From an optimization exercise on the open Yosys and OpenROAD flow, aimed at small area and a short achievable clock period; shortcuts taken in it are not production practice. In this exercise RTL edits were held to simulation tests only and were not proved equivalent to the original. Power and IR drop assume default switching activity.

==> build 75: inputs <==
## execCore
module execCore (
  input  logic            clk,
  input  logic            reset,
  input  logic            instrValid,
  input  corePkg::wordT   instr,
  input  corePkg::wordT   pc,
  output logic            resultValid,
  output corePkg::regIdxT resultReg,
  output corePkg::wordT   resultData,
  output logic            branchValid,
  output logic            branchTaken,
  output corePkg::wordT   branchTarget
);
  logic            validQ;
  corePkg::wordT   instrQ;
  corePkg::wordT   pcQ;
  corePkg::exCtlT  decCtl;
  logic            decRegWrite;
  corePkg::regIdxT decDest;
  logic            useRs;
  logic            useRt;
  logic            useImm;
  logic            useShamt;
  corePkg::wordT   immVal;
  corePkg::regIdxT rs;
  corePkg::regIdxT rt;
  corePkg::wordT   rdDataA;
  corePkg::wordT   rdDataB;
  corePkg::wordT   decA;
  corePkg::wordT   decB;
  corePkg::wordT   decTgt;
  logic            decFwdA;
  logic            decFwdB;
  logic [30:0]     tgtHi;
  logic            exWrite;
  corePkg::regIdxT exDest;
  logic            wbResult;
  logic            wbWrite;
  corePkg::regIdxT wbDest;
  corePkg::wordT   wbData;
  logic            wbBranch;
  logic            wbTaken;
  always_ff @(posedge clk or posedge reset)
  begin
    if (reset)
      validQ <= 1'b0;
    else
      validQ <= instrValid;
  end
  always_ff @(posedge clk)
  begin
    instrQ <= instr;
    pcQ    <= pc;
  end
  assign rs = instrQ[25:21];
  assign rt = instrQ[20:16];
  instrDecoder i_decoder (
    .instr    (instrQ),
    .ctl      (decCtl),
    .regWrite (decRegWrite),
    .dest     (decDest),
    .useRs    (useRs),
    .useRt    (useRt),
    .useImm   (useImm),
    .useShamt (useShamt),
    .immVal   (immVal)
  );
  regFile i_regFile (
    .clk     (clk),
  ...
Settings: LEC_CHECK=0, CAP_MARGIN=20, CORE_MARGIN=2, CORE_UTILIZATION=40, SLEW_MARGIN=20; clock period 5.5 ns.
run.sh (not shown) runs the stock make flow with config.mk's settings and CLKGATE_MAP_FILE= SYNTH_SCRIPT=/design/flow/synth_recipe.tcl, a recipe that flattens the netlist after the stock synthesis.
==> inputs of build 54, as changes to build 75 <==
--- a/flow/design.v
+++ b/flow/design.v
@@ -50,53 +50,60 @@
     logic brLez;
     logic brGtz;
   } exCtlT;
 endpackage
 `timescale 1ns/1ps
 module regFile (
   input  logic            clk,
   input  logic            reset,
-  input  corePkg::regIdxT rdAddrA,
-  input  logic            rdEnA,
-  input  corePkg::regIdxT rdAddrB,
-  input  logic            rdEnB,
+  input  corePkg::regIdxT nxtAddrA,
+  input  logic            nxtEnA,
+  input  logic            nxtBypA,    
+  input  corePkg::regIdxT nxtAddrB,
+  input  logic            nxtEnB,
+  input  logic            nxtBypB,
   output corePkg::wordT   rdDataA,
   output corePkg::wordT   rdDataB,
-  input  logic            wrEn,      
-  input  corePkg::regIdxT wrAddr,
+  input  corePkg::regIdxT wrAddr,     
   input  corePkg::wordT   wrData
 );
   localparam int N = corePkg::NUM_REGS;
   corePkg::wordT regs [1:N-1];
   logic [N-1:1]  regValid;
   logic [N-1:1]  wrSel;
   logic [N-1:1]  selA;
   logic [N-1:1]  selB;
   logic          bypA;
   logic          bypB;
-  assign bypA = rdEnA && wrEn && (wrAddr == rdAddrA);
-  assign bypB = rdEnB && wrEn && (wrAddr == rdAddrB);
   for (genvar i = 1; i < N; i++)
   begin : g_reg
-    assign wrSel[i] = wrEn && (wrAddr == i);
-    assign selA[i]  = rdEnA && !bypA && regValid[i] && (rdAddrA == i);
-    assign selB[i]  = rdEnB && !bypB && regValid[i] && (rdAddrB == i);
+    assign wrSel[i] = (wrAddr == i);
     always_ff @(posedge clk)
     begin
       if (wrSel[i])
         regs[i] <= wrData;
     end
     always_ff @(posedge clk or posedge reset)
     begin
       if (reset)
         regValid[i] <= 1'b0;
       else if (wrSel[i])
         regValid[i] <= 1'b1;
     end
+    always_ff @(posedge clk)
+    begin
+      selA[i] <= nxtEnA && !nxtBypA && (nxtAddrA == i) && (regValid[i] || wrSel[i]);
+      selB[i] <= nxtEnB && !nxtBypB && (nxtAddrB == i) && (regValid[i] || wrSel[i]);
+    end
+  end
+  always_ff @(posedge clk)
+  begin
+    bypA <= nxtEnA && nxtBypA;
+    bypB <= nxtEnB && nxtBypB;
   end
   always_comb
   begin
     rdDataA = bypA ? wrData : '0;
     rdDataB = bypB ? wrData : '0;
     for (int i = 1; i < N; i++)
     begin
       rdDataA = rdDataA | (regs[i] & {corePkg::DATA_W{selA[i]}});
@@ -176,130 +183,132 @@
       immVal = {16'b0, instr[15:0]};             
     else
       immVal = {{16{instr[15]}}, instr[15:0]};   
   end
 endmodule
 `timescale 1ns/1ps
 module aluUnit (
   input  corePkg::wordT  a,
-  input  corePkg::wordT  b,
-  input  corePkg::wordT  tgt,
+  input  corePkg::wordT  bx,
+  input  logic [4:0]     shAmt,
   input  corePkg::exCtlT ctl,
   output corePkg::wordT  result,
   output logic           taken
 );
-  corePkg::wordT bx;
   logic [33:0]   sumFull;
   corePkg::wordT sum;
   logic          carry;
   logic          lt;
-  logic [4:0]    shAmt;
   corePkg::wordT shl;
   corePkg::wordT shr;
   logic          eq;
   logic          zero;
-  assign bx      = b ^ {32{ctl.sub}};
   assign sumFull = {1'b0, a, 1'b1} + {1'b0, bx, ctl.sub};
   assign sum     = sumFull[32:1];
   assign carry   = sumFull[33];
-  assign lt      = ctl.selSlt ? ((a[31] != b[31]) ? a[31] : sum[31]) : !carry;
-  assign shAmt = a[4:0];
-  assign shl   = b << shAmt;
-  assign shr   = corePkg::wordT'($signed({ctl.selSra & b[31], b}) >>> shAmt);
+  assign lt      = ctl.selSlt ? ((a[31] == bx[31]) ? a[31] : sum[31]) : !carry;
+  assign shl   = bx << shAmt;
+  assign shr   = corePkg::wordT'($signed({ctl.selSra & bx[31], bx}) >>> shAmt);
   always_comb
   begin
     result = ({32{ctl.selSum}} & sum)
-           | ({32{ctl.selAnd}} & (a & b))
-           | ({32{ctl.selOr}}  & (a | b))
-           | ({32{ctl.selXor}} & (a ^ b))
-           | ({32{ctl.selNor}} & ~(a | b))
+           | ({32{ctl.selAnd}} & (a & bx))
+           | ({32{ctl.selOr}}  & (a | bx))
+           | ({32{ctl.selXor}} & (a ^ bx))
+           | ({32{ctl.selNor}} & ~(a | bx))
            | ({32{ctl.selSll}} & shl)
-           | ({32{ctl.selSrl | ctl.selSra}} & shr)
-           | ({32{ctl.selTgt}} & tgt);
+           | ({32{ctl.selSrl | ctl.selSra}} & shr);
     result[0] = result[0] | ((ctl.selSlt | ctl.selSltu) & lt);
   end
-  assign eq    = (a == b);
+  assign eq    = (a == bx);
   assign zero  = (a == '0);
   assign taken = (ctl.brEq & eq) | (ctl.brNe & !eq)
                | (ctl.brLez & (a[31] | zero)) | (ctl.brGtz & !a[31] & !zero);
 endmodule
 `timescale 1ns/1ps
 module executeStage (
   input  logic            clk,
   input  logic            reset,
   input  logic            decResult,    
   input  logic            decBranch,    
   input  logic            decWrite,     
   input  corePkg::regIdxT decDest,
   input  corePkg::exCtlT  decCtl,
   input  logic            decFwdA,      
   input  logic            decFwdB,
   input  corePkg::wordT   decA,
-  input  corePkg::wordT   decB,
-  input  corePkg::wordT   decTgt,
+  input  corePkg::wordT   decBx,        
+  input  logic [33:0]     decTgt,       
+  input  logic [4:0]      decShamt,
   output logic            exWrite,
   output corePkg::regIdxT exDest,
+  output corePkg::regIdxT wbWrDest,     
+  output corePkg::wordT   wbWrData,
   output logic            wbResult,
-  output logic            wbWrite,
   output corePkg::regIdxT wbDest,
   output corePkg::wordT   wbData,       
   output logic            wbBranch,
   output logic            wbTaken
 );
   logic            exResult;
   logic            exBranch;
   corePkg::exCtlT  exCtl;
-  logic            exFwdA;
-  logic            exFwdB;
   corePkg::wordT   exA;
-  corePkg::wordT   exB;
+  corePkg::wordT   exBx;
+  logic [33:0]     exTgtPart;
+  logic [14:0]     tgtHi;
   corePkg::wordT   exTgt;
-  corePkg::wordT   opA;
-  corePkg::wordT   opB;
+  logic [4:0]      exShamt;
   corePkg::wordT   aluResult;
   logic            taken;
   always_ff @(posedge clk or posedge reset)
   begin
     if (reset)
       {exResult, exBranch, exWrite} <= '0;
     else
       {exResult, exBranch, exWrite} <= {decResult, decBranch, decWrite};
   end
   always_ff @(posedge clk)
   begin
     exDest <= decDest;
     exCtl  <= decCtl;
-    exFwdA <= decFwdA;
-    exFwdB <= decFwdB;
-    exA    <= decA;
-    exB    <= decB;
-    exTgt  <= decTgt;
+    exA    <= decFwdA ? aluResult : decA;
+    exBx   <= decFwdB ? (aluResult ^ {32{decCtl.sub}}) : decBx;
+    exTgtPart <= decTgt;
+    exShamt <= decShamt;
   end
-  assign opA = exFwdA ? wbData : exA;
-  assign opB = exFwdB ? wbData : exB;
   aluUnit i_alu (
-    .a      (opA),
-    .b      (opB),
-    .tgt    (exTgt),
+    .a      (exA),
+    .bx     (exBx),
+    .shAmt  (exShamt),
     .ctl    (exCtl),
     .result (aluResult),
     .taken  (taken)
   );
+  assign tgtHi = {exTgtPart[33:20], 1'b1} + {{14{exTgtPart[19]}}, exTgtPart[18]};
+  assign exTgt = {tgtHi[14:1], exTgtPart[17:0]};
   always_ff @(posedge clk or posedge reset)
   begin
     if (reset)
-      {wbResult, wbWrite, wbBranch, wbTaken} <= '0;
+    begin
+      {wbResult, wbBranch, wbTaken} <= '0;
+      wbWrDest <= '0;
+    end
     else
-      {wbResult, wbWrite, wbBranch, wbTaken} <= {exResult, exWrite, exBranch, exBranch & taken};
+    begin
+      {wbResult, wbBranch, wbTaken} <= {exResult, exBranch, exBranch & taken};
+      wbWrDest <= exWrite ? exDest : '0;
+    end
   end
   always_ff @(posedge clk)
   begin
-    wbDest <= exDest;
-    wbData <= aluResult;
+    wbWrData <= aluResult;
+    wbDest   <= exDest;
+    wbData   <= exCtl.selTgt ? exTgt : aluResult;
   end
 endmodule
 `timescale 1ns/1ps
 module execCore (
   input  logic            clk,
   input  logic            reset,
   input  logic            instrValid,
   input  corePkg::wordT   instr,
@@ -318,29 +327,35 @@
   logic            decRegWrite;
   corePkg::regIdxT decDest;
   logic            useRs;
   logic            useRt;
   logic            useImm;
   logic            useShamt;
   corePkg::wordT   immVal;
   corePkg::regIdxT rs;
+  corePkg::regIdxT nxtRs;
+  corePkg::regIdxT nxtRt;
+  logic            nxtUseRs;
+  logic            nxtUseRt;
   corePkg::regIdxT rt;
   corePkg::wordT   rdDataA;
   corePkg::wordT   rdDataB;
   corePkg::wordT   decA;
   corePkg::wordT   decB;
-  corePkg::wordT   decTgt;
+  corePkg::wordT   decBx;
+  logic [33:0]     decTgt;     
   logic            decFwdA;
   logic            decFwdB;
-  logic [30:0]     tgtHi;
+  logic [17:0]     tgtLo;
   logic            exWrite;
   corePkg::regIdxT exDest;
   logic            wbResult;
-  logic            wbWrite;
+  corePkg::regIdxT wbWrDest;
+  corePkg::wordT   wbWrData;
   corePkg::regIdxT wbDest;
   corePkg::wordT   wbData;
   logic            wbBranch;
   logic            wbTaken;
   always_ff @(posedge clk or posedge reset)
   begin
     if (reset)
       validQ <= 1'b0;
@@ -360,52 +375,61 @@
     .regWrite (decRegWrite),
     .dest     (decDest),
     .useRs    (useRs),
     .useRt    (useRt),
     .useImm   (useImm),
     .useShamt (useShamt),
     .immVal   (immVal)
   );
+  assign nxtRs    = instr[25:21];
+  assign nxtRt    = instr[20:16];
+  assign nxtUseRs = !((instr[31:26] == corePkg::OP_RTYPE) && (instr[5:2] == 4'b0000) && (instr[1:0] != 2'b01))
+                 && !(instr[31:26] == corePkg::OP_LUI);
+  assign nxtUseRt = !(instr[31:29] == 3'b001);
   regFile i_regFile (
-    .clk     (clk),
-    .reset   (reset),
-    .rdAddrA (rs),
-    .rdEnA   (useRs),
-    .rdAddrB (rt),
-    .rdEnB   (useRt),
+    .clk      (clk),
+    .reset    (reset),
+    .nxtAddrA (nxtRs),
+    .nxtEnA   (nxtUseRs),
+    .nxtBypA  (exWrite && (exDest == nxtRs)),
+    .nxtAddrB (nxtRt),
+    .nxtEnB   (nxtUseRt),
+    .nxtBypB  (exWrite && (exDest == nxtRt)),
     .rdDataA (rdDataA),
     .rdDataB (rdDataB),
-    .wrEn    (wbWrite),
-    .wrAddr  (wbDest),
-    .wrData  (wbData)
+    .wrAddr  (wbWrDest),
+    .wrData  (wbWrData)
   );
-  assign decA    = rdDataA | (useShamt ? {27'b0, instrQ[10:6]} : '0);
+  assign decA    = rdDataA;
   assign decB    = rdDataB | (useImm ? immVal : '0);
-  assign tgtHi   = {pcQ[31:2], 1'b1} + {{14{instrQ[15]}}, instrQ[15:0], 1'b1};
-  assign decTgt  = {tgtHi[30:1], pcQ[1:0]};
+  assign decBx   = decB ^ {32{decCtl.sub}};
+  assign tgtLo   = {pcQ[17:2], 1'b1} + {instrQ[15:0], 1'b1};
+  assign decTgt  = {pcQ[31:18], instrQ[15], tgtLo[17:1], pcQ[1:0]};
   assign decFwdA = useRs && exWrite && (exDest == rs);
   assign decFwdB = useRt && exWrite && (exDest == rt);
   executeStage i_execute (
     .clk       (clk),
     .reset     (reset),
     .decResult (validQ && decRegWrite),
     .decBranch (validQ && decCtl.selTgt),
     .decWrite  (validQ && decRegWrite && (decDest != '0)),
     .decDest   (decDest),
     .decCtl    (decCtl),
     .decFwdA   (decFwdA),
     .decFwdB   (decFwdB),
     .decA      (decA),
-    .decB      (decB),
+    .decBx     (decBx),
     .decTgt    (decTgt),
+    .decShamt  (instrQ[10:6]),
     .exWrite   (exWrite),
     .exDest    (exDest),
+    .wbWrDest  (wbWrDest),
+    .wbWrData  (wbWrData),
     .wbResult  (wbResult),
-    .wbWrite   (wbWrite),
     .wbDest    (wbDest),
     .wbData    (wbData),
     .wbBranch  (wbBranch),
     .wbTaken   (wbTaken)
   );
   assign resultValid  = wbResult;  
   assign resultReg    = wbDest;
   assign resultData   = wbData;
ABC_AREA = 1   (was default)
CTS_CLUSTER_DIAMETER = 60   (was default)
CTS_CLUSTER_SIZE = 30   (was default)
SETUP_SLACK_MARGIN = 3.1   (was default)
TNS_END_PERCENT = 100   (was default)
==> qor summary <==
                                                                                build 75                    build 54
Setup repair after global routing missed its margin                                   no                         yes
Headroom to the max-slew limit                                                     12.1%                       27.3%
Logic depth of the worst path, buffers included                                       10                           6
Largest net degree at the start of global routing                                     58                          61
Count of plain and timing-repair buffers                                             324                         480
Number of cells produced by synthesis                                               4580                        6807
Setup Slack @ Placement                                                         0.969 ns                     1.78 ns
Mux cell area share after synthesis                                                3.67%                     0.0157%
Number of standard cells in the layout, taps in and fillers out                     6724                        9235
Part of the cycle the worst path needs                                             84.2%                       47.2%
Share of the yosys chip area belonging to registers                                61.1%                       59.3%
Delay contributed by the slowest stage of the critical path                      1.06 ns                     0.64 ns
Power attributed to combinational cells                                       0.000866 W                   0.00164 W
Global-route wire length before repair                                            394 mm                      436 mm
Number of vias after detailed routing                                              50300                       60300
Met2 wire len                                                                     120 mm                      132 mm
Final sequential cell count                                                         1276                        1381
Register-to-Register Path Depth                                                       10                           6
Slew of the pin with the lowest slew margin                                      1.31 ns                     1.09 ns
Status                                                           complete, no violations     complete, no violations
Area share of and/or/nand/nor cells after synthesis                                8.70%                       25.8%
Share of the synthesized area in the top cell type                                 51.1%                       46.8%
Source of the worst register-to-register timing path                   instrQ[5]$_DFF_P_  i_regFile.selA[28]$_DFF_P_
Multi-input gates                                                                   2839                        4595
Count of distinct cell types in the synthesized netlist                               86                          56

-- afterwards: timing with drivers on the ports --
No port has a modelled driver above. Below, the same layouts with a new extraction and two added sets of constraints.
Step 1 (the two cells are an assumption about what drives the block):
set clk [get_ports {clk}]
set_driving_cell -lib_cell sky130_fd_sc_hd__clkbuf_16 $clk
set_driving_cell -lib_cell sky130_fd_sc_hd__buf_2 [delete_from_list [all_inputs] $clk]
Step 2 adds t to the input delays and takes it off the output delays; t is the mean of the earliest and latest rising clock arrival at the registers after step 1. Input paths then give back, and output paths get back, about the clock's delay inside the block.
a / b / c = ideal ports / drivers / drivers and shift; a / b = the first two.
run | shift t [ns] | setup WS [ns] | worst hold slack (ns) | worst data-port slew with drivers (ns) | cell pins on the clock port's net
build 75 | 0.885 | 0.870 / 0.870 / 0.870 | 0.337 / 0.337 / 0.337 | 0.06 | 1
build 54 | 0.852 | 2.902 / 2.902 / 2.384 | 0.333 / 0.333 / 0.333 | 0.08 | 1
After both steps every run listed still meets setup and hold. For build 54, which loses most, drivers alone change the setup slack by 0.000 ns; drivers and shift together by -0.518 ns.
